This design comes from an exercise in tuning for small area, a short achievable clock period and few clock cycles per item on the open sky130 flow, not from production work.
Only simulation tests tie the RTL to the original design; equivalence was not proved.

==> flow/design.v (outline; a module is shown in full before it is edited, if it fits) <==
// module lp2c_add: 73 lines
// module lidar_polar_to_cartesian_unit: 1191 lines
module lidar_polar_to_cartesian_unit (
    input  logic        clk,
    input  logic        rst_n,
    input  logic        cfg_we,
    input  logic [1:0]  cfg_addr,
    input  logic [31:0] cfg_wdata,
    input  logic        s_axis_tvalid,
    output logic        s_axis_tready,
    input  logic [23:0] s_axis_tdata,
    input  logic        s_axis_tuser,
    input  logic        s_axis_tlast,
    output logic        m_axis_tvalid,
    input  logic        m_axis_tready,
    output logic [55:0] m_axis_tdata,
    output logic        m_axis_tuser,
    output logic        m_axis_tlast
);
  // ...
==> flow/flow/run.sh <==
#!/bin/bash
# Own layout flow: the standard layout (standard.sh, unchanged synthesis and
# steps), with repair_timing asked to leave SETUP_SLACK_MARGIN ns of setup slack
# at the design's clock period, so that paths are sized for the period the
# design can reach rather than for the 10 ns constraint. The SDC, the clock
# period and every other setting stay the standard flow's.
set -euo pipefail
export SETUP_SLACK_MARGIN="${LP2C_SETUP_MARGIN:-6.5}"
bash standard.sh finish > standard_flow.log 2>&1
==> flow/standard.sh <==
#!/bin/bash
# synth_recipe.tcl (not shown) runs the flow's synth.tcl, then flattens the netlist and writes it again
# the make line also repeats each setting of config.mk as NAME=value (left out here)
make -C /OpenROAD-flow-scripts/flow DESIGN_CONFIG=/design/flow/config.mk WORK_HOME=/design/flow/orfs CLKGATE_MAP_FILE= SYNTH_SCRIPT=/design/flow/synth_recipe.tcl "${@:-finish}"
==> flow/config.mk <==
export PLATFORM = sky130hd
export DESIGN_NAME = lidar_polar_to_cartesian_unit
export DESIGN_NICKNAME = lidar_polar_to_cartesian_unit
export VERILOG_FILES = /design/flow/design.v
export SDC_FILE = /design/flow/constraint.sdc
export NUM_CORES = 4
export LEC_CHECK = 0
export ABC_AREA = 1
export CAP_MARGIN = 20
export CORE_MARGIN = 2
export CORE_UTILIZATION = 65
export CTS_CLUSTER_DIAMETER = 70
export CTS_CLUSTER_SIZE = 25
export PLACE_DENSITY = 0.8
export SLEW_MARGIN = 20
==> flow/constraint.sdc <==
create_clock -name core_clock -period 10.0 [get_ports {clk}]
set_input_delay 2.0000 -clock core_clock [delete_from_list [all_inputs] [get_ports {clk}]]
set_output_delay 2.0000 -clock core_clock [all_outputs]
set_load 0.01 [all_outputs]
==> flow_metrics.tcl, run 1 <==
set metrics [dict create \
    status "timing/DRC/antenna clean" \
    vias 143000 \
    rows 198 \
    layout_commonest_cell "nand2_1" \
    synthSimpleGateAreaFrac_pct 17.54 \
    postSynthCellCount 21300 \
    met3_length_um 25170 \
    synth_edf_count 2410 \
    nets 23840 \
    period_share_pct 35.61 \
    met2_length_um 220600 \
    wl_um 452200 \
    synth_top_cell_area_share_pct 38.22 \
    hold_class "flip-flop to flip-flop" \
    seq_area_mm2 0.07800 \
    postLayoutCoreUtil_pct 70.98 \
    worstHoldPathCells 0 \
    crit_path_end_kind "output pin" \
    cp_slowest_stage_delay_ns 0.49 \
    multi_input_area_mm2 0.1001 \
    die-area_mm2 0.2957 \
    n_all_buffers 477 \
    layout_setup_ws_ns 6.439 \
    yosysUniqueCellTypes 64 \
    area_delta_synth_final_pct 8.824 \
    clockBufferDepth 4 \
    synthTopCellsByArea "edfxtp_1 (38%), ha_1 (12%), nand2_1 (11%)" \
    ys.flop_type "edfxtp_1" \
    gp_congestion 0.9512 \
    portBuffers 118 \
    finalNonFillerCells 25670 \
    cts_resized 493 \
    rr_worst_depth 11 \
    cts_setup_buffers 91 \
    grt_use_met3_pct 2.645 \
    viasPerCell 5.568 \
    crit_arrival_ns 1.56 \
    r2r-start "z_4[27]$_DFFE_PN_" \
    grt_pass1_wl_um 697700 \
    nFillCells 21430 \
    multi_input_cells 15290 \
]
Testbench counts, summed over its fixed seeds: cycles 8,384, items 8,192.
==> run 2: changes to the inputs <==
--- a/flow/design.v
+++ b/flow/design.v
@@ -715,18 +715,18 @@
     end
     logic signed [40:0] x_2, y_2;
     logic n_1;
     logic signed [40:0] dx_1, dy_1;
     logic [40:0] xs_1, ys_1;
     assign n_1 = z_1_4[29];
     assign dx_1 = y_1 >>> 1;
     assign dy_1 = x_1 >>> 1;
-    lp2c_add #(.N(41), .K(1)) u_x1 (.a(x_1), .b(dx_1 ^ {41{sb_1}}), .cin(sb_1), .s(xs_1));
-    lp2c_add #(.N(41), .K(1)) u_y1 (.a(y_1), .b(dy_1 ^ {41{n_1}}), .cin(n_1), .s(ys_1));
+    lp2c_add #(.N(41), .K(2)) u_x1 (.a(x_1), .b(dx_1 ^ {41{sb_1}}), .cin(sb_1), .s(xs_1));
+    lp2c_add #(.N(41), .K(2)) u_y1 (.a(y_1), .b(dy_1 ^ {41{n_1}}), .cin(n_1), .s(ys_1));
     logic signed [29:0] z_2;
     logic signed [29:0] zs_1, zp_1, zm_1;
     logic sb_2;
     lp2c_add #(.N(30)) u_zp1 (.a(z_1_4), .b(~30'd316933406), .cin(1'b1), .s(zp_1));
     lp2c_add #(.N(30)) u_zm1 (.a(z_1_4), .b(30'd316933406), .cin(1'b0), .s(zm_1));
     assign zs_1 = n_1 ? zm_1 : zp_1;
     always_ff @(posedge clk)
     begin
@@ -742,18 +742,18 @@
     end
     logic signed [40:0] x_3, y_3;
     logic n_2;
     logic signed [40:0] dx_2, dy_2;
     logic [40:0] xs_2, ys_2;
     assign n_2 = z_2[29];
     assign dx_2 = y_2 >>> 2;
     assign dy_2 = x_2 >>> 2;
-    lp2c_add #(.N(41), .K(1)) u_x2 (.a(x_2), .b(dx_2 ^ {41{sb_2}}), .cin(sb_2), .s(xs_2));
-    lp2c_add #(.N(41), .K(1)) u_y2 (.a(y_2), .b(dy_2 ^ {41{n_2}}), .cin(n_2), .s(ys_2));
+    lp2c_add #(.N(41), .K(2)) u_x2 (.a(x_2), .b(dx_2 ^ {41{sb_2}}), .cin(sb_2), .s(xs_2));
+    lp2c_add #(.N(41), .K(2)) u_y2 (.a(y_2), .b(dy_2 ^ {41{n_2}}), .cin(n_2), .s(ys_2));
     logic signed [28:0] z_3;
     logic signed [29:0] zs_2, zp_2, zm_2;
     logic sb_3;
     lp2c_add #(.N(30)) u_zp2 (.a(z_2), .b(~30'd167458907), .cin(1'b1), .s(zp_2));
     lp2c_add #(.N(30)) u_zm2 (.a(z_2), .b(30'd167458907), .cin(1'b0), .s(zm_2));
     assign zs_2 = n_2 ? zm_2 : zp_2;
     always_ff @(posedge clk)
     begin
@@ -769,18 +769,18 @@
     end
     logic signed [40:0] x_4, y_4;
     logic n_3;
     logic signed [40:0] dx_3, dy_3;
     logic [40:0] xs_3, ys_3;
     assign n_3 = z_3[28];
     assign dx_3 = y_3 >>> 3;
     assign dy_3 = x_3 >>> 3;
-    lp2c_add #(.N(41), .K(1)) u_x3 (.a(x_3), .b(dx_3 ^ {41{sb_3}}), .cin(sb_3), .s(xs_3));
-    lp2c_add #(.N(41), .K(1)) u_y3 (.a(y_3), .b(dy_3 ^ {41{n_3}}), .cin(n_3), .s(ys_3));
+    lp2c_add #(.N(41), .K(2)) u_x3 (.a(x_3), .b(dx_3 ^ {41{sb_3}}), .cin(sb_3), .s(xs_3));
+    lp2c_add #(.N(41), .K(2)) u_y3 (.a(y_3), .b(dy_3 ^ {41{n_3}}), .cin(n_3), .s(ys_3));
     logic signed [27:0] z_4;
     logic signed [28:0] zs_3, zp_3, zm_3;
     logic sb_4;
     lp2c_add #(.N(29)) u_zp3 (.a(z_3), .b(~29'd85004756), .cin(1'b1), .s(zp_3));
     lp2c_add #(.N(29)) u_zm3 (.a(z_3), .b(29'd85004756), .cin(1'b0), .s(zm_3));
     assign zs_3 = n_3 ? zm_3 : zp_3;
     always_ff @(posedge clk)
     begin
@@ -796,18 +796,18 @@
     end
     logic signed [40:0] x_5, y_5;
     logic n_4;
     logic signed [40:0] dx_4, dy_4;
     logic [40:0] xs_4, ys_4;
     assign n_4 = z_4[27];
     assign dx_4 = y_4 >>> 4;
     assign dy_4 = x_4 >>> 4;
-    lp2c_add #(.N(41), .K(1)) u_x4 (.a(x_4), .b(dx_4 ^ {41{sb_4}}), .cin(sb_4), .s(xs_4));
-    lp2c_add #(.N(41), .K(1)) u_y4 (.a(y_4), .b(dy_4 ^ {41{n_4}}), .cin(n_4), .s(ys_4));
+    lp2c_add #(.N(41), .K(2)) u_x4 (.a(x_4), .b(dx_4 ^ {41{sb_4}}), .cin(sb_4), .s(xs_4));
+    lp2c_add #(.N(41), .K(2)) u_y4 (.a(y_4), .b(dy_4 ^ {41{n_4}}), .cin(n_4), .s(ys_4));
     logic signed [26:0] z_5;
     logic signed [27:0] zs_4, zp_4, zm_4;
     logic sb_5;
     lp2c_add #(.N(28)) u_zp4 (.a(z_4), .b(~28'd42667331), .cin(1'b1), .s(zp_4));
     lp2c_add #(.N(28)) u_zm4 (.a(z_4), .b(28'd42667331), .cin(1'b0), .s(zm_4));
     assign zs_4 = n_4 ? zm_4 : zp_4;
     always_ff @(posedge clk)
     begin
@@ -823,18 +823,18 @@
     end
     logic signed [40:0] x_6, y_6;
     logic n_5;
     logic signed [40:0] dx_5, dy_5;
     logic [40:0] xs_5, ys_5;
     assign n_5 = z_5[26];
     assign dx_5 = y_5 >>> 5;
     assign dy_5 = x_5 >>> 5;
-    lp2c_add #(.N(41), .K(1)) u_x5 (.a(x_5), .b(dx_5 ^ {41{sb_5}}), .cin(sb_5), .s(xs_5));
-    lp2c_add #(.N(41), .K(1)) u_y5 (.a(y_5), .b(dy_5 ^ {41{n_5}}), .cin(n_5), .s(ys_5));
+    lp2c_add #(.N(41), .K(2)) u_x5 (.a(x_5), .b(dx_5 ^ {41{sb_5}}), .cin(sb_5), .s(xs_5));
+    lp2c_add #(.N(41), .K(2)) u_y5 (.a(y_5), .b(dy_5 ^ {41{n_5}}), .cin(n_5), .s(ys_5));
     logic signed [25:0] z_6;
     logic signed [26:0] zs_5, zp_5, zm_5;
     logic sb_6;
     lp2c_add #(.N(27)) u_zp5 (.a(z_5), .b(~27'd21354465), .cin(1'b1), .s(zp_5));
     lp2c_add #(.N(27)) u_zm5 (.a(z_5), .b(27'd21354465), .cin(1'b0), .s(zm_5));
     assign zs_5 = n_5 ? zm_5 : zp_5;
     always_ff @(posedge clk)
     begin
@@ -850,18 +850,18 @@
     end
     logic signed [40:0] x_7, y_7;
     logic n_6;
     logic signed [40:0] dx_6, dy_6;
     logic [40:0] xs_6, ys_6;
     assign n_6 = z_6[25];
     assign dx_6 = y_6 >>> 6;
     assign dy_6 = x_6 >>> 6;
-    lp2c_add #(.N(41), .K(1)) u_x6 (.a(x_6), .b(dx_6 ^ {41{sb_6}}), .cin(sb_6), .s(xs_6));
-    lp2c_add #(.N(41), .K(1)) u_y6 (.a(y_6), .b(dy_6 ^ {41{n_6}}), .cin(n_6), .s(ys_6));
+    lp2c_add #(.N(41), .K(2)) u_x6 (.a(x_6), .b(dx_6 ^ {41{sb_6}}), .cin(sb_6), .s(xs_6));
+    lp2c_add #(.N(41), .K(2)) u_y6 (.a(y_6), .b(dy_6 ^ {41{n_6}}), .cin(n_6), .s(ys_6));
     logic signed [24:0] z_7;
     logic signed [25:0] zs_6, zp_6, zm_6;
     logic sb_7;
     lp2c_add #(.N(26)) u_zp6 (.a(z_6), .b(~26'd10679838), .cin(1'b1), .s(zp_6));
     lp2c_add #(.N(26)) u_zm6 (.a(z_6), .b(26'd10679838), .cin(1'b0), .s(zm_6));
     assign zs_6 = n_6 ? zm_6 : zp_6;
     always_ff @(posedge clk)
     begin
@@ -877,18 +877,18 @@
     end
     logic signed [40:0] x_8, y_8;
     logic n_7;
     logic signed [40:0] dx_7, dy_7;
     logic [40:0] xs_7, ys_7;
     assign n_7 = z_7[24];
     assign dx_7 = y_7 >>> 7;
     assign dy_7 = x_7 >>> 7;
-    lp2c_add #(.N(41), .K(1)) u_x7 (.a(x_7), .b(dx_7 ^ {41{sb_7}}), .cin(sb_7), .s(xs_7));
-    lp2c_add #(.N(41), .K(1)) u_y7 (.a(y_7), .b(dy_7 ^ {41{n_7}}), .cin(n_7), .s(ys_7));
+    lp2c_add #(.N(41), .K(2)) u_x7 (.a(x_7), .b(dx_7 ^ {41{sb_7}}), .cin(sb_7), .s(xs_7));
+    lp2c_add #(.N(41), .K(2)) u_y7 (.a(y_7), .b(dy_7 ^ {41{n_7}}), .cin(n_7), .s(ys_7));
     logic signed [23:0] z_8;
     logic signed [24:0] zs_7, zp_7, zm_7;
     logic sb_8;
     lp2c_add #(.N(25)) u_zp7 (.a(z_7), .b(~25'd5340245), .cin(1'b1), .s(zp_7));
     lp2c_add #(.N(25)) u_zm7 (.a(z_7), .b(25'd5340245), .cin(1'b0), .s(zm_7));
     assign zs_7 = n_7 ? zm_7 : zp_7;
     always_ff @(posedge clk)
     begin
@@ -904,18 +904,18 @@
     end
     logic signed [40:0] x_9, y_9;
     logic n_8;
     logic signed [40:0] dx_8, dy_8;
     logic [40:0] xs_8, ys_8;
     assign n_8 = z_8[23];
     assign dx_8 = y_8 >>> 8;
     assign dy_8 = x_8 >>> 8;
-    lp2c_add #(.N(41), .K(1)) u_x8 (.a(x_8), .b(dx_8 ^ {41{sb_8}}), .cin(sb_8), .s(xs_8));
-    lp2c_add #(.N(41), .K(1)) u_y8 (.a(y_8), .b(dy_8 ^ {41{n_8}}), .cin(n_8), .s(ys_8));
+    lp2c_add #(.N(41), .K(2)) u_x8 (.a(x_8), .b(dx_8 ^ {41{sb_8}}), .cin(sb_8), .s(xs_8));
+    lp2c_add #(.N(41), .K(2)) u_y8 (.a(y_8), .b(dy_8 ^ {41{n_8}}), .cin(n_8), .s(ys_8));
     logic signed [22:0] z_9;
     logic signed [23:0] zs_8, zp_8, zm_8;
     logic sb_9;
     lp2c_add #(.N(24)) u_zp8 (.a(z_8), .b(~24'd2670163), .cin(1'b1), .s(zp_8));
     lp2c_add #(.N(24)) u_zm8 (.a(z_8), .b(24'd2670163), .cin(1'b0), .s(zm_8));
     assign zs_8 = n_8 ? zm_8 : zp_8;
     always_ff @(posedge clk)
     begin
@@ -931,18 +931,18 @@
     end
     logic signed [40:0] x_10, y_10;
     logic n_9;
     logic signed [40:0] dx_9, dy_9;
     logic [40:0] xs_9, ys_9;
     assign n_9 = z_9[22];
     assign dx_9 = y_9 >>> 9;
     assign dy_9 = x_9 >>> 9;
-    lp2c_add #(.N(41), .K(1)) u_x9 (.a(x_9), .b(dx_9 ^ {41{sb_9}}), .cin(sb_9), .s(xs_9));
-    lp2c_add #(.N(41), .K(1)) u_y9 (.a(y_9), .b(dy_9 ^ {41{n_9}}), .cin(n_9), .s(ys_9));
+    lp2c_add #(.N(41), .K(2)) u_x9 (.a(x_9), .b(dx_9 ^ {41{sb_9}}), .cin(sb_9), .s(xs_9));
+    lp2c_add #(.N(41), .K(2)) u_y9 (.a(y_9), .b(dy_9 ^ {41{n_9}}), .cin(n_9), .s(ys_9));
     logic signed [21:0] z_10;
     logic signed [22:0] zs_9, zp_9, zm_9;
     logic sb_10;
     lp2c_add #(.N(23)) u_zp9 (.a(z_9), .b(~23'd1335087), .cin(1'b1), .s(zp_9));
     lp2c_add #(.N(23)) u_zm9 (.a(z_9), .b(23'd1335087), .cin(1'b0), .s(zm_9));
     assign zs_9 = n_9 ? zm_9 : zp_9;
     always_ff @(posedge clk)
     begin
@@ -958,18 +958,18 @@
     end
     logic signed [40:0] x_11, y_11;
     logic n_10;
     logic signed [40:0] dx_10, dy_10;
     logic [40:0] xs_10, ys_10;
     assign n_10 = z_10[21];
     assign dx_10 = y_10 >>> 10;
     assign dy_10 = x_10 >>> 10;
-    lp2c_add #(.N(41), .K(1)) u_x10 (.a(x_10), .b(dx_10 ^ {41{sb_10}}), .cin(sb_10), .s(xs_10));
-    lp2c_add #(.N(41), .K(1)) u_y10 (.a(y_10), .b(dy_10 ^ {41{n_10}}), .cin(n_10), .s(ys_10));
+    lp2c_add #(.N(41), .K(2)) u_x10 (.a(x_10), .b(dx_10 ^ {41{sb_10}}), .cin(sb_10), .s(xs_10));
+    lp2c_add #(.N(41), .K(2)) u_y10 (.a(y_10), .b(dy_10 ^ {41{n_10}}), .cin(n_10), .s(ys_10));
     logic signed [20:0] z_11;
     logic signed [21:0] zs_10, zp_10, zm_10;
     logic sb_11;
     lp2c_add #(.N(22)) u_zp10 (.a(z_10), .b(~22'd667544), .cin(1'b1), .s(zp_10));
     lp2c_add #(.N(22)) u_zm10 (.a(z_10), .b(22'd667544), .cin(1'b0), .s(zm_10));
     assign zs_10 = n_10 ? zm_10 : zp_10;
     always_ff @(posedge clk)
     begin
@@ -985,18 +985,18 @@
     end
     logic signed [40:0] x_12, y_12;
     logic n_11;
     logic signed [40:0] dx_11, dy_11;
     logic [40:0] xs_11, ys_11;
     assign n_11 = z_11[20];
     assign dx_11 = y_11 >>> 11;
     assign dy_11 = x_11 >>> 11;
-    lp2c_add #(.N(41), .K(1)) u_x11 (.a(x_11), .b(dx_11 ^ {41{sb_11}}), .cin(sb_11), .s(xs_11));
-    lp2c_add #(.N(41), .K(1)) u_y11 (.a(y_11), .b(dy_11 ^ {41{n_11}}), .cin(n_11), .s(ys_11));
+    lp2c_add #(.N(41), .K(2)) u_x11 (.a(x_11), .b(dx_11 ^ {41{sb_11}}), .cin(sb_11), .s(xs_11));
+    lp2c_add #(.N(41), .K(2)) u_y11 (.a(y_11), .b(dy_11 ^ {41{n_11}}), .cin(n_11), .s(ys_11));
     logic signed [19:0] z_12;
     logic signed [20:0] zs_11, zp_11, zm_11;
     logic sb_12;
     lp2c_add #(.N(21)) u_zp11 (.a(z_11), .b(~21'd333772), .cin(1'b1), .s(zp_11));
     lp2c_add #(.N(21)) u_zm11 (.a(z_11), .b(21'd333772), .cin(1'b0), .s(zm_11));
     assign zs_11 = n_11 ? zm_11 : zp_11;
     always_ff @(posedge clk)
     begin
@@ -1012,18 +1012,18 @@
     end
     logic signed [40:0] x_13, y_13;
     logic n_12;
     logic signed [40:0] dx_12, dy_12;
     logic [40:0] xs_12, ys_12;
     assign n_12 = z_12[19];
     assign dx_12 = y_12 >>> 12;
     assign dy_12 = x_12 >>> 12;
-    lp2c_add #(.N(41), .K(1)) u_x12 (.a(x_12), .b(dx_12 ^ {41{sb_12}}), .cin(sb_12), .s(xs_12));
-    lp2c_add #(.N(41), .K(1)) u_y12 (.a(y_12), .b(dy_12 ^ {41{n_12}}), .cin(n_12), .s(ys_12));
+    lp2c_add #(.N(41), .K(2)) u_x12 (.a(x_12), .b(dx_12 ^ {41{sb_12}}), .cin(sb_12), .s(xs_12));
+    lp2c_add #(.N(41), .K(2)) u_y12 (.a(y_12), .b(dy_12 ^ {41{n_12}}), .cin(n_12), .s(ys_12));
     logic signed [18:0] z_13;
     logic signed [19:0] zs_12, zp_12, zm_12;
     logic sb_13;
     lp2c_add #(.N(20)) u_zp12 (.a(z_12), .b(~20'd166886), .cin(1'b1), .s(zp_12));
     lp2c_add #(.N(20)) u_zm12 (.a(z_12), .b(20'd166886), .cin(1'b0), .s(zm_12));
     assign zs_12 = n_12 ? zm_12 : zp_12;
     always_ff @(posedge clk)
     begin
@@ -1039,18 +1039,18 @@
     end
     logic signed [40:0] x_14, y_14;
     logic n_13;
     logic signed [40:0] dx_13, dy_13;
     logic [40:0] xs_13, ys_13;
     assign n_13 = z_13[18];
     assign dx_13 = y_13 >>> 13;
     assign dy_13 = x_13 >>> 13;
-    lp2c_add #(.N(41), .K(1)) u_x13 (.a(x_13), .b(dx_13 ^ {41{sb_13}}), .cin(sb_13), .s(xs_13));
-    lp2c_add #(.N(41), .K(1)) u_y13 (.a(y_13), .b(dy_13 ^ {41{n_13}}), .cin(n_13), .s(ys_13));
+    lp2c_add #(.N(41), .K(2)) u_x13 (.a(x_13), .b(dx_13 ^ {41{sb_13}}), .cin(sb_13), .s(xs_13));
+    lp2c_add #(.N(41), .K(2)) u_y13 (.a(y_13), .b(dy_13 ^ {41{n_13}}), .cin(n_13), .s(ys_13));
     logic signed [17:0] z_14;
     logic signed [18:0] zs_13, zp_13, zm_13;
     logic sb_14;
     lp2c_add #(.N(19)) u_zp13 (.a(z_13), .b(~19'd83443), .cin(1'b1), .s(zp_13));
     lp2c_add #(.N(19)) u_zm13 (.a(z_13), .b(19'd83443), .cin(1'b0), .s(zm_13));
     assign zs_13 = n_13 ? zm_13 : zp_13;
     always_ff @(posedge clk)
     begin
@@ -1066,18 +1066,18 @@
     end
     logic signed [40:0] x_15, y_15;
     logic n_14;
     logic signed [40:0] dx_14, dy_14;
     logic [40:0] xs_14, ys_14;
     assign n_14 = z_14[17];
     assign dx_14 = y_14 >>> 14;
     assign dy_14 = x_14 >>> 14;
-    lp2c_add #(.N(41), .K(1)) u_x14 (.a(x_14), .b(dx_14 ^ {41{sb_14}}), .cin(sb_14), .s(xs_14));
-    lp2c_add #(.N(41), .K(1)) u_y14 (.a(y_14), .b(dy_14 ^ {41{n_14}}), .cin(n_14), .s(ys_14));
+    lp2c_add #(.N(41), .K(2)) u_x14 (.a(x_14), .b(dx_14 ^ {41{sb_14}}), .cin(sb_14), .s(xs_14));
+    lp2c_add #(.N(41), .K(2)) u_y14 (.a(y_14), .b(dy_14 ^ {41{n_14}}), .cin(n_14), .s(ys_14));
     logic signed [16:0] z_15;
     logic signed [17:0] zs_14, zp_14, zm_14;
     logic sb_15;
     lp2c_add #(.N(18)) u_zp14 (.a(z_14), .b(~18'd41722), .cin(1'b1), .s(zp_14));
     lp2c_add #(.N(18)) u_zm14 (.a(z_14), .b(18'd41722), .cin(1'b0), .s(zm_14));
     assign zs_14 = n_14 ? zm_14 : zp_14;
     always_ff @(posedge clk)
     begin
@@ -1093,18 +1093,18 @@
     end
     logic signed [40:0] x_16, y_16;
     logic n_15;
     logic signed [40:0] dx_15, dy_15;
     logic [40:0] xs_15, ys_15;
     assign n_15 = z_15[16];
     assign dx_15 = y_15 >>> 15;
     assign dy_15 = x_15 >>> 15;
-    lp2c_add #(.N(41), .K(1)) u_x15 (.a(x_15), .b(dx_15 ^ {41{sb_15}}), .cin(sb_15), .s(xs_15));
-    lp2c_add #(.N(41), .K(1)) u_y15 (.a(y_15), .b(dy_15 ^ {41{n_15}}), .cin(n_15), .s(ys_15));
+    lp2c_add #(.N(41), .K(2)) u_x15 (.a(x_15), .b(dx_15 ^ {41{sb_15}}), .cin(sb_15), .s(xs_15));
+    lp2c_add #(.N(41), .K(2)) u_y15 (.a(y_15), .b(dy_15 ^ {41{n_15}}), .cin(n_15), .s(ys_15));
     logic signed [15:0] z_16;
     logic signed [16:0] zs_15, zp_15, zm_15;
     logic sb_16;
     lp2c_add #(.N(17)) u_zp15 (.a(z_15), .b(~17'd20861), .cin(1'b1), .s(zp_15));
     lp2c_add #(.N(17)) u_zm15 (.a(z_15), .b(17'd20861), .cin(1'b0), .s(zm_15));
     assign zs_15 = n_15 ? zm_15 : zp_15;
     always_ff @(posedge clk)
     begin
@@ -1120,18 +1120,18 @@
     end
     logic signed [40:0] x_17, y_17;
     logic n_16;
     logic signed [40:0] dx_16, dy_16;
     logic [40:0] xs_16, ys_16;
     assign n_16 = z_16[15];
     assign dx_16 = y_16 >>> 16;
     assign dy_16 = x_16 >>> 16;
-    lp2c_add #(.N(41), .K(1)) u_x16 (.a(x_16), .b(dx_16 ^ {41{sb_16}}), .cin(sb_16), .s(xs_16));
-    lp2c_add #(.N(41), .K(1)) u_y16 (.a(y_16), .b(dy_16 ^ {41{n_16}}), .cin(n_16), .s(ys_16));
+    lp2c_add #(.N(41), .K(2)) u_x16 (.a(x_16), .b(dx_16 ^ {41{sb_16}}), .cin(sb_16), .s(xs_16));
+    lp2c_add #(.N(41), .K(2)) u_y16 (.a(y_16), .b(dy_16 ^ {41{n_16}}), .cin(n_16), .s(ys_16));
     logic signed [14:0] z_17;
     logic signed [15:0] zs_16, zp_16, zm_16;
     logic sb_17;
     lp2c_add #(.N(16)) u_zp16 (.a(z_16), .b(~16'd10430), .cin(1'b1), .s(zp_16));
     lp2c_add #(.N(16)) u_zm16 (.a(z_16), .b(16'd10430), .cin(1'b0), .s(zm_16));
     assign zs_16 = n_16 ? zm_16 : zp_16;
     always_ff @(posedge clk)
     begin
@@ -1147,18 +1147,18 @@
     end
     logic signed [40:0] x_18, y_18;
     logic n_17;
     logic signed [40:0] dx_17, dy_17;
     logic [40:0] xs_17, ys_17;
     assign n_17 = z_17[14];
     assign dx_17 = y_17 >>> 17;
     assign dy_17 = x_17 >>> 17;
-    lp2c_add #(.N(41), .K(1)) u_x17 (.a(x_17), .b(dx_17 ^ {41{sb_17}}), .cin(sb_17), .s(xs_17));
-    lp2c_add #(.N(41), .K(1)) u_y17 (.a(y_17), .b(dy_17 ^ {41{n_17}}), .cin(n_17), .s(ys_17));
+    lp2c_add #(.N(41), .K(2)) u_x17 (.a(x_17), .b(dx_17 ^ {41{sb_17}}), .cin(sb_17), .s(xs_17));
+    lp2c_add #(.N(41), .K(2)) u_y17 (.a(y_17), .b(dy_17 ^ {41{n_17}}), .cin(n_17), .s(ys_17));
     logic signed [13:0] z_18;
     logic signed [14:0] zs_17, zp_17, zm_17;
     logic sb_18;
     lp2c_add #(.N(15)) u_zp17 (.a(z_17), .b(~15'd5215), .cin(1'b1), .s(zp_17));
     lp2c_add #(.N(15)) u_zm17 (.a(z_17), .b(15'd5215), .cin(1'b0), .s(zm_17));
     assign zs_17 = n_17 ? zm_17 : zp_17;
     always_ff @(posedge clk)
     begin
@@ -1174,18 +1174,18 @@
     end
     logic signed [40:0] x_19, y_19;
     logic n_18;
     logic signed [40:0] dx_18, dy_18;
     logic [40:0] xs_18, ys_18;
     assign n_18 = z_18[13];
     assign dx_18 = y_18 >>> 18;
     assign dy_18 = x_18 >>> 18;
-    lp2c_add #(.N(41), .K(1)) u_x18 (.a(x_18), .b(dx_18 ^ {41{sb_18}}), .cin(sb_18), .s(xs_18));
-    lp2c_add #(.N(41), .K(1)) u_y18 (.a(y_18), .b(dy_18 ^ {41{n_18}}), .cin(n_18), .s(ys_18));
+    lp2c_add #(.N(41), .K(2)) u_x18 (.a(x_18), .b(dx_18 ^ {41{sb_18}}), .cin(sb_18), .s(xs_18));
+    lp2c_add #(.N(41), .K(2)) u_y18 (.a(y_18), .b(dy_18 ^ {41{n_18}}), .cin(n_18), .s(ys_18));
     logic signed [12:0] z_19;
     logic signed [13:0] zs_18, zp_18, zm_18;
     logic sb_19;
     lp2c_add #(.N(14)) u_zp18 (.a(z_18), .b(~14'd2608), .cin(1'b1), .s(zp_18));
     lp2c_add #(.N(14)) u_zm18 (.a(z_18), .b(14'd2608), .cin(1'b0), .s(zm_18));
     assign zs_18 = n_18 ? zm_18 : zp_18;
     always_ff @(posedge clk)
     begin
@@ -1201,18 +1201,18 @@
     end
     logic signed [40:0] x_20, y_20;
     logic n_19;
     logic signed [40:0] dx_19, dy_19;
     logic [40:0] xs_19, ys_19;
     assign n_19 = z_19[12];
     assign dx_19 = y_19 >>> 19;
     assign dy_19 = x_19 >>> 19;
-    lp2c_add #(.N(41), .K(1)) u_x19 (.a(x_19), .b(dx_19 ^ {41{sb_19}}), .cin(sb_19), .s(xs_19));
-    lp2c_add #(.N(41), .K(1)) u_y19 (.a(y_19), .b(dy_19 ^ {41{n_19}}), .cin(n_19), .s(ys_19));
+    lp2c_add #(.N(41), .K(2)) u_x19 (.a(x_19), .b(dx_19 ^ {41{sb_19}}), .cin(sb_19), .s(xs_19));
+    lp2c_add #(.N(41), .K(2)) u_y19 (.a(y_19), .b(dy_19 ^ {41{n_19}}), .cin(n_19), .s(ys_19));
     always_ff @(posedge clk)
     begin
         if (adv)
         begin
             x_20 <= xs_19;
             y_20 <= ys_19;
             pok[23] <= pok[22];
             lst[23] <= lst[22];
==> flow/config.mk (replaced) <==
export PLATFORM = sky130hd
export DESIGN_NAME = lidar_polar_to_cartesian_unit
export DESIGN_NICKNAME = lidar_polar_to_cartesian_unit
export VERILOG_FILES = /design/flow/design.v
export SDC_FILE = /design/flow/constraint.sdc
export NUM_CORES = 4
export LEC_CHECK = 0
export ABC_AREA = 1
export CAP_MARGIN = 20
export CORE_MARGIN = 2
export CORE_UTILIZATION = 55
export CTS_CLUSTER_DIAMETER = 70
export CTS_CLUSTER_SIZE = 25
export PLACE_DENSITY = 0.7
export SLEW_MARGIN = 20
==> run 2 against run 1 <==
  * Fmax shrank 0.13%
  * Sequential cell count is the same
  * Non-clock buffer count shrank 9
  * Highest routed layer unchanged
  * Still clean on timing, DRC and antenna
  * Hold slack gained 0.0022 ns
  * First-iteration DRC count shrank 41%
==> flow_metrics.tcl, run 2 <==
set metrics [dict create \
    grt_overflow 0 \
    coreArea_mm2 0.3361 \
    portBuffers 118 \
    finalHoldViolations 0 \
    maxSlewHeadroom_pct 19.17 \
    tightest_slew_ns 1.208 \
    setup_viol 0 \
    clockBufferDepth 4 \
    drc 0 \
    nets 21460 \
    critical_path_class "flip-flop to output pin" \
    yosysUniqueCellTypes 61 \
    io_pins 125 \
    grt_pass1_wl_um 644900 \
    ys.flop_type "edfxtp_1" \
    layout_min_cycle_time_ns 3.565 \
    htree_levels 4 \
    largestRegisters "k_pt: 52 flops, m_pt: 52 flops, pa2: 49 flops" \
    cts_tree "built" \
    crit_path_end_kind "output pin" \
    die-area_mm2 0.3417 \
    rsz0062_at_grt "true" \
    antenna_found_initial 4 \
    period_share_pct 35.65 \
    postLayoutCoreUtil_pct 60.51 \
    syn_area_mm2 0.1854 \
    clkTransAtPathRegs_ns 0.09 \
    grt_pass1_vias 124100 \
    grt_max_degree 187 \
    vias 123000 \
    cp_max_fo 1 \
    wl_um 413500 \
    numCtsBuffers 184 \
    rows 213 \
    final_max_slew_viol_count 0 \
    clock_sinks 2633 \
    layout_commonest_cell "nand2_1" \
    synthTopCellsByArea "edfxtp_1 (39%), ha_1 (12%), fa_1 (9.3%)" \
    grt_usage_pct 23.77 \
    synth_most_common_cell "nand2_1" \
    start_util_pct 55.16 \
    detailedPlace.worstSlack_ns 5.054 \
    crit_path_start_kind "flip-flop" \
    detail_route.wl_per_cell_um 17.67 \
    crit_arrival_ns 1.57 \
    path_buf_inv 1 \
    cpLargestDelayFamily "flip-flops" \
    final_antenna_net_count 0 \
    synth_edf_count 2410 \
    hold_class "flip-flop to flip-flop" \
    cp_slowest_cell "dfstp_2" \
    synth-seq-cells 2633 \
    postSynthCellCount 18360 \
    synthArstFlopShare_pct 8.469 \
    cp_slowest_stage_delay_ns 0.53 \
    dr.pass1.iters 8 \
    synth_common_cells "nand2_1 (3,179), inv_1 (3,001), edfxtp_1 (2,410)" \
    synth_top_cell_area_share_pct 39.04 \
    drt-initial-drc-count 6488 \
    hpwl_um 312900 \
    fin_hold_ws_ns 0.4097 \
    chipWidth_um 584.6 \
    fp.dieH_um 584.6 \
    layout_common_cells "nand2_1 (3,048), inv_1 (2,966), edfxtp_1 (2,410), ha_1 (1,786), xor2_1 (1,295)" \
    hold_buffers 0 \
    synth-warning-count 1 \
    status "timing/DRC/antenna clean" \
    skew_ns 0.06250 \
    path_cells "buf_6" \
    cts_root_buf "clkbuf_16" \
    crit_required_ns 8.00 \
    drive_gt1_share_pct 6.425 \
    fin_setup_tns_ns 0 \
    worstSkewPairLatency_ns 0.94 \
    ys_seq_area_share_pct 42.07 \
    viasPerCell 5.256 \
    fmax_ghz 0.2805 \
    yosys.area.top_type "edfxtp_1" \
    area_delta_synth_final_pct 9.702 \
    gp_congestion 0.9349 \
    layout_setup_ws_ns 6.435 \
    avgSynthCellArea_um2 10.10 \
    maxCapViolCount 0 \
]
==> run 2: per-layer routing <==
layer,wire (um),global-route usage [%],up-vias
li1,-,-,61340
met2,218700,45.48,2235
met3,11980,2.193,1064
met4,33490,15.18,2
met1,149400,24.66,58350
met5,9,0,-
==> run 2: logic make-up after synthesis <==
| group | Yosys count | synth area share (%) |
|---|---|---|
| multiplexers | 45 | 0.2531 |
| AND/OR/NAND/NOR | 5222 | 11.68 |
| flip-flops | 2633 | 42.07 |
| XOR/XNOR | 2279 | 10.82 |
| adder cells (fa/ha/maj) | 2673 | 21.53 |
| AO/OA/AOI/OAI | 2194 | 6.863 |
| buffers and inverters | 3313 | 6.786 |
| other | 1 | 0.002023 |
==> run 2: through the flow <==
| stage | instance area [um2] | cells |
|---|---|---|
| finish | 203400 | 23400 |
| global route | 203400 | 23400 |
| CTS | 200300 | 23260 |
| detailed placement | 191800 | 22800 |
| global placement | 191800 | 22800 |
| floorplan | 185500 | 18370 |
==> run 2: layout make-up <==
cell class	count	area, um2
antenna	7	17.52
clock buffer	206	4803
clock inverter	135	1647
fill	27610	132700
inverter	3013	11430
multi-input combinational	12420	96650
sequential	2633	77980
tap	4515	5649
timing repair buffer	468	5152
timing repair inverter	5	27.53
==> run 2: worst paths after layout <==
kind	start	to	slack, ns	cells past startpoint
worst max-delay path	rdy_q$_DFF_PN1_	s_axis_tready	6.43	1
worst min-delay path	pok[11]$_DFFE_PN_	pok[12]$_DFFE_PN_	0.41	0
worst max register to register	z_11[20]$_DFFE_PN_	y_12[40]$_DFFE_PN_	6.54	14
worst min register to register	pok[11]$_DFFE_PN_	pok[12]$_DFFE_PN_	0.41	0
max in group asynchronous	rst_n	cfg_start[30]$_DFFE_PN0P_	7.21	3
min in group asynchronous	rst_n	vld[1]$_DFFE_PN0N_	0.93	1
==> run 2: timing repair <==
action | 4_1_cts | 5_1_grt
setup endpoints to repair | 1804 | 1308
cloned | 20 | 22
pin swaps | 3 | 37
setup buffers | 98 | 117
resized for setup | 478 | 341
Testbench counts of run 2, summed over its fixed seeds: cycles 8,384, items 8,192.
==> run 3: changes to the inputs <==
--- a/flow/config.mk
+++ b/flow/config.mk
@@ -10,6 +10,6 @@
 export CORE_MARGIN = 2
-export CORE_UTILIZATION = 55
+export CORE_UTILIZATION = 65
 export CTS_CLUSTER_DIAMETER = 70
 export CTS_CLUSTER_SIZE = 25
-export PLACE_DENSITY = 0.7
+export PLACE_DENSITY = 0.8
 export SLEW_MARGIN = 20
==> run 3 against run 2 <==
  * Setup slack got worse by 0.11 ns
  * Register-to-register slack worse by 0.22 ns
  * Clock skew down 0.0012 ns
  * Via count grew 3.6%
  * Non-clock buffer count grew 40
  * Count of clock-buffer cells in the layout shrank 14
  * Critical path depth increased by 14
  * Critical endpoint is now x_18[23]$_DFFE_PN_
==> flow_metrics.tcl, run 3 <==
set metrics [dict create \
    status "timing/DRC/antenna clean" \
    io_pins 125 \
    skew_ns 0.06126 \
    drive_gt1_share_pct 6.859 \
    rows 196 \
    postSynthCellCount 18360 \
    ys_seq_area_share_pct 42.07 \
    fp.dieH_um 538.0 \
    synth_common_cells "nand2_1 (3,179), inv_1 (3,001), edfxtp_1 (2,410)" \
    die-area_mm2 0.2895 \
    finalHoldViolations 0 \
    htree_levels 4 \
    grt_usage_pct 28.74 \
    final_max_slew_viol_count 0 \
    crit_arrival_ns 4.29 \
    maxSlewHeadroom_pct 19.51 \
    synth_most_common_cell "nand2_1" \
    dp_cells 22030 \
    layout_commonest_cell "nand2_1" \
    syn_area_mm2 0.1854 \
    rr_worst_depth 15 \
    crit_required_ns 10.62 \
    avgSynthCellArea_um2 10.10 \
    layout_common_cells "nand2_1 (3,046), inv_1 (2,961), edfxtp_1 (2,410), ha_1 (1,782), xor2_1 (1,287)" \
    cp_slowest_cell "xor2_1" \
    nFillCells 19880 \
    synth_top_cell_area_share_pct 39.04 \
    finalNonFillerCells 22660 \
    portBuffers 118 \
    layout_setup_ws_ns 6.323 \
    clkTransAtPathRegs_ns 0.09 \
    final_antenna_net_count 0 \
    r2r_end "x_18[23]$_DFFE_PN_" \
    clock_sinks 2633 \
    yosys.area.top_type "edfxtp_1" \
    grt_pass1_vias 129400 \
    largestRegisters "k_pt: 52 flops, m_pt: 52 flops, pa2: 49 flops" \
    fin_hold_ws_ns 0.4112 \
    grt_pass1_wl_um 657500 \
    viasPerCell 5.621 \
    synthTopCellsByArea "edfxtp_1 (39%), ha_1 (12%), fa_1 (9.3%)" \
    drc 0 \
    r2r-start "sb_17$_DFFE_PN_" \
    cp_slowest_stage_delay_ns 0.54 \
    detail_route.wl_per_cell_um 18.97 \
    synth-seq-cells 2633 \
    synth-warning-count 1 \
    r2r_slack_ns 6.32 \
    chipWidth_um 538.0 \
    hold_class "flip-flop to flip-flop" \
    area_delta_synth_final_pct 9.413 \
    period_share_pct 36.77 \
    coreArea_mm2 0.2845 \
    worstSkewPairLatency_ns 0.92 \
    rsz0062_at_grt "true" \
    maxCapViolCount 0 \
    grt_overflow 0 \
    drt-initial-drc-count 8090 \
    cp-startpoint "sb_17$_DFFE_PN_" \
    fin_setup_tns_ns 0 \
    crit_path_end_kind "flip-flop" \
    crit_path_start_kind "flip-flop" \
    dr.pass1.iters 9 \
    vias 127400 \
    numCtsBuffers 173 \
    start_util_pct 65.17 \
    layout_min_cycle_time_ns 3.677 \
    postLayoutCoreUtil_pct 71.30 \
    path_cells "buf_4 > clkbuf_16 > mux2i_1 > fa_1 > inv_1 > nand3_1 > nand2_1 > nand4_1 > nand2_1 > nand2_1 > nand2_2 > a21oi_1 > o21ai_0 > fa_1 > xor2_1" \
    setup_viol 0 \
    cp_max_fo 12 \
    critPathCapture "x_18[23]$_DFFE_PN_" \
    detailedPlace.worstSlack_ns 5.131 \
    yosysUniqueCellTypes 61 \
    final_area_mm2 0.2028 \
    clockBufferDepth 4 \
    critical_path_class "flip-flop to flip-flop" \
    tightest_slew_ns 1.199 \
    nets 21490 \
    synth_edf_count 2410 \
    ys.flop_type "edfxtp_1" \
    wl_um 430000 \
    cts_root_buf "clkbuf_16" \
    grt_max_degree 182 \
    hpwl_um 313900 \
    postPlaceCellArea_mm2 0.1908 \
    fmax_ghz 0.2720 \
    crit_top_cell "nand2_1" \
    gp_congestion 0.9484 \
    cts_tree "built" \
    antenna_found_initial 7 \
    synthArstFlopShare_pct 8.469 \
]
-- run 3: changes by cell type in the layout (fill, tap and decap cells not counted), sizes merged, moves of 2 or more --
cell and change:
clkinv +2, inv -16, clkbuf -13, bufbuf +7
clkdlybuf4s50 +2, buf +32, clkinvlp +2, dlymetal6s2s -2
-- run 3: cells by family after synthesis --
logic type,share of synthesized area [%]
DFF,42.07
muxes,0.2531
adders and majority gates,21.53
buffers and inverters,6.786
other,0.002023
xor gates and xnor gates,10.82
and+or+nand+nor,11.68
AOI/OAI and AO/OA,6.863
-- run 3: layout make-up --
class	count	area (um2)	share of cell area, %
clock inverters	124	1421	0.7008
flip-flops and latches	2633	77980	38.45
multi-input cells	12420	97110	47.88
diodes	6	15.01	0.007402
clock buffers	192	4539	2.238
repair buffers	508	5579	2.751
repair inverters	5	27.53	0.01357
well taps	3762	4707	2.321
inverters	3013	11450	5.646
-- run 3: worst max-delay path: cells and delay by family (launching register included) --
family,cells,cell delay [ns]
fa+ha+maj,2,0.65
simple gates,6,0.65
xor+xnor,1,0.54
flops,1,0.46
buf+inv,3,0.43
compound gates,2,0.42
mux,1,0.21
-- run 3: worst min-delay path by stage --
stage,start,end,cells after the start
floorplan,lst[9]$_DFFE_PN_,lst[10]$_DFFE_PN_,0
global placement,z_11[0]$_DFFE_PN_,z_12[0]$_DFFE_PN_,0
detailed placement,z_10[2]$_DFFE_PN_,z_11[2]$_DFFE_PN_,0
CTS,z_10[2]$_DFFE_PN_,z_11[2]$_DFFE_PN_,0
global route,z_10[2]$_DFFE_PN_,z_11[2]$_DFFE_PN_,0
finish,z_1[26]$_DFFE_PN_,z_1_3[26]$_DFFE_PN_,0
-- run 3: timing repair --
action                                  in CTS  in global routing
cloned                                      26                 25
hold buffers                                 0                  0
resized for setup                          495                372
buffers inserted                           106                155
pin swaps                                    6                 73
endpoints found under the setup margin    2071               1397
-- run 3: layer usage --
| metal | global-route usage (%) | up-vias | routed length [um] | part of all wire, % |
|---|---|---|---|---|
| met5 | 0 | - | 44 | 0.010 |
| met4 | 21.86 | 6 | 41100 | 9.6 |
| met3 | 2.890 | 1521 | 16800 | 3.9 |
| met2 | 54.20 | 3442 | 225500 | 52 |
| met1 | 28.99 | 61020 | 146500 | 34 |
| li1 | - | 61400 | - | - |
==> run 4: changes to the inputs <==
--- a/flow/config.mk
+++ b/flow/config.mk
@@ -10,6 +10,6 @@
 export CORE_MARGIN = 2
-export CORE_UTILIZATION = 65
+export CORE_UTILIZATION = 70
 export CTS_CLUSTER_DIAMETER = 70
 export CTS_CLUSTER_SIZE = 25
-export PLACE_DENSITY = 0.8
+export PLACE_DENSITY = 0.85
 export SLEW_MARGIN = 20
==> run 4 against run 3 <==
  * Final area about the same
  * Critical path depth is 1 lower
  * Count of clock-buffer cells in the layout rose by 3
  * Register-to-register slack got worse by 0.06 ns
  * Hold slack lost 0.0067 ns
  * Die area down 7.1%
  * Fmax decreased by 1.7%
  * Largest cell class unchanged
  * Highest routed layer unchanged
==> flow_metrics.tcl, run 4 <==
set metrics [dict create \
    path_cells "buf_6 > buf_4 > bufbuf_16 > xor2_1 > ha_1 > a21oi_2 > o21ai_0 > a21o_1 > a21oi_4 > nor2_1 > o21bai_1 > nand2_1 > fa_1 > xor2_1" \
    path_buf_inv 3 \
    hold_buffers 0 \
    top_layer "met5" \
    drc 0 \
    cp-startpoint "z_10[21]$_DFFE_PN_" \
    finalHoldViolations 0 \
    synthArstFlopShare_pct 8.469 \
    tightest_slew_ns 1.057 \
    rows 188 \
    wl_um 450100 \
    fin_setup_tns_ns 0 \
    crit_required_ns 10.66 \
    drive_gt1_share_pct 6.729 \
    layout_commonest_cell "nand2_1" \
    synthTopCellsByArea "edfxtp_1 (39%), ha_1 (12%), fa_1 (9.3%)" \
    synth_common_cells "nand2_1 (3,179), inv_1 (3,001), edfxtp_1 (2,410)" \
    crit_path_start_kind "flip-flop" \
    finalNonFillerCells 22400 \
    detail_route.wl_per_cell_um 20.10 \
    path_depth 14 \
    nets 21470 \
    cp_slowest_stage_delay_ns 0.44 \
    hold_class "flip-flop to flip-flop" \
    fin_hold_ws_ns 0.4045 \
    fmax_ghz 0.2675 \
    seq_area_mm2 0.07799 \
    worstSkewPairLatency_ns 0.93 \
    coreArea_mm2 0.2630 \
    synth-warning-count 1 \
    grt_overflow 0 \
    grt_pass1_wl_um 676400 \
    detailedPlace.worstSlack_ns 5.013 \
    viasPerCell 5.859 \
    setup_viol 0 \
    drt-initial-drc-count 9949 \
    largestRegisters "k_pt: 52 flops, m_pt: 52 flops, pa2: 49 flops" \
    grt_max_degree 188 \
    status "timing/DRC/antenna clean" \
    critPathCapture "y_11[31]$_DFFE_PN_" \
    ys.flop_type "edfxtp_1" \
    vias 131200 \
    layout_setup_ws_ns 6.261 \
    cp_max_fo 23 \
    grt_usage_pct 31.64 \
    start_util_pct 70.49 \
    clock_sinks 2633 \
    postPlaceCellArea_mm2 0.1905 \
    maxCapViolCount 0 \
    postLayoutCoreUtil_pct 77.08 \
    layout_min_cycle_time_ns 3.739 \
    syn_area_mm2 0.1854 \
    met2_length_um 230400 \
    cts_tree "built" \
    synth_edf_count 2410 \
    critical_path_class "flip-flop to flip-flop" \
    ys_seq_area_share_pct 42.07 \
    final_antenna_net_count 0 \
    postSynthCellCount 18360 \
    grt_pass1_vias 132500 \
    r2r_slack_ns 6.26 \
    synth_most_common_cell "nand2_1" \
    final_max_slew_viol_count 0 \
    fp.dieH_um 518.6 \
    crit_arrival_ns 4.40 \
    avgSynthCellArea_um2 10.10 \
    skew_ns 0.07139 \
    cpLargestDelayFamily "compound AO/OA/AOI/OAI gates" \
    portBuffers 118 \
    final_area_mm2 0.2027 \
    crit_path_end_kind "flip-flop" \
    crit_top_cell "xor2_1" \
    chipWidth_um 518.6 \
    met3_length_um 25160 \
    nFillCells 15780 \
    synth-seq-cells 2633 \
    maxSlewHeadroom_pct 29.50 \
    htree_levels 4 \
    rsz0062_at_grt "true" \
    synth_top_cell_area_share_pct 39.04 \
    dp_cells 21780 \
    drt-met1-wl_um 149700 \
    rr_worst_depth 14 \
    r2r_end "y_11[31]$_DFFE_PN_" \
    cts_root_buf "clkbuf_16" \
    area_delta_synth_final_pct 9.349 \
    cp_slowest_cell "edfxtp_1" \
    r2r-start "z_10[21]$_DFFE_PN_" \
    yosysUniqueCellTypes 61 \
    clockBufferDepth 4 \
    layout_common_cells "nand2_1 (3,054), inv_1 (2,967), edfxtp_1 (2,410), ha_1 (1,794), xor2_1 (1,281)" \
    yosys.area.top_type "edfxtp_1" \
    hpwl_um 316700 \
    period_share_pct 37.39 \
    clkTransAtPathRegs_ns 0.10 \
    die-area_mm2 0.2690 \
    gp_congestion 0.9832 \
    dr.pass1.iters 11 \
    io_pins 125 \
    numCtsBuffers 174 \
    antenna_found_initial 7 \
    multi_input_area_mm2 0.09713 \
]
run 4: layout make-up:
cell class,instances,share of cell area [%]
tap,3515,2.170
antenna,9,0.01111
clock inverter,123,0.8005
multi-input combinational,12420,47.92
timing repair inverter,6,0.01728
sequential,2633,38.47
inverter,3013,5.645
timing repair buffer,484,2.720
clock buffer,195,2.250
run 4: kinds of logic (layout without fill, tap and decap cells):
group	count (synthesis)	after routing	share of synthesized area (%)
simple gates	5222	5223	11.68
buf+inv	3313	3821	6.786
fa+ha+maj	2673	2673	21.53
flops	2633	2633	42.07
xor+xnor	2279	2279	10.82
compound gates	2194	2194	6.863
mux	45	45	0.2531
other cells	1	15	0.002023
run 4: worst min-delay path by stage:
| stage | slack (ns) | cells after the start | end | from |
|---|---|---|---|---|
| after floorplan | 0.40 | 0 | lst[10]$_DFFE_PN_ | lst[9]$_DFFE_PN_ |
| after global placement | 0.40 | 0 | z_1[22]$_DFFE_PN_ | a1[22]$_DFFE_PN_ |
| after detailed placement | 0.40 | 0 | lst[10]$_DFFE_PN_ | lst[9]$_DFFE_PN_ |
| after CTS | 0.40 | 0 | pok[4]$_DFFE_PN_ | pok[3]$_DFFE_PN_ |
| after global routing | 0.42 | 0 | pok[11]$_DFFE_PN_ | pok[10]$_DFFE_PN_ |
| final | 0.40 | 0 | pok[11]$_DFFE_PN_ | pok[10]$_DFFE_PN_ |
run 4: timing repair:
item                                    CTS  global route
pin swaps                                 6            70
buffers inserted                         79           156
endpoints found under the hold margin     0             0
setup endpoints to repair              2015          1554
gates cloned                             29            27
gates resized for setup                 486           389
run 4: per-layer routing:
metal  global-route usage, %  vias to the layer above
met3                   3.991                     1960
met5                       0                        -
met1                   32.54                    62810
met4                   24.96                        4
li1                        -                    61380
met2                   57.93                     5090

## what the ideal ports hide
No port has a modelled driver above. Below, the same layouts with a new extraction and two added sets of constraints.
Step 1 assumes that a clkbuf_16 drives the clock port and a buf_2 every other input.
Step 2 times the ports against the registers' clock, not the clock port: input delays grow and output delays shrink by t, the midpoint of the rising clock arrivals with the driver on.
Three values: ideal ports, drivers, drivers and shift; two values: the first two.
run	t (ns)	slack for setup (ns)	slew at the worst register clock pin (ns)
run 1	1.002	6.439 / 6.335 / 5.658	0.10 / 0.10
run 2	1.000	6.435 / 6.345 / 5.654	0.10 / 0.10
run 3	0.992	6.323 / 6.323 / 5.650	0.10 / 0.10
run 4	1.002	6.261 / 6.261 / 5.654	0.11 / 0.11
After both steps every run listed still meets setup and hold.
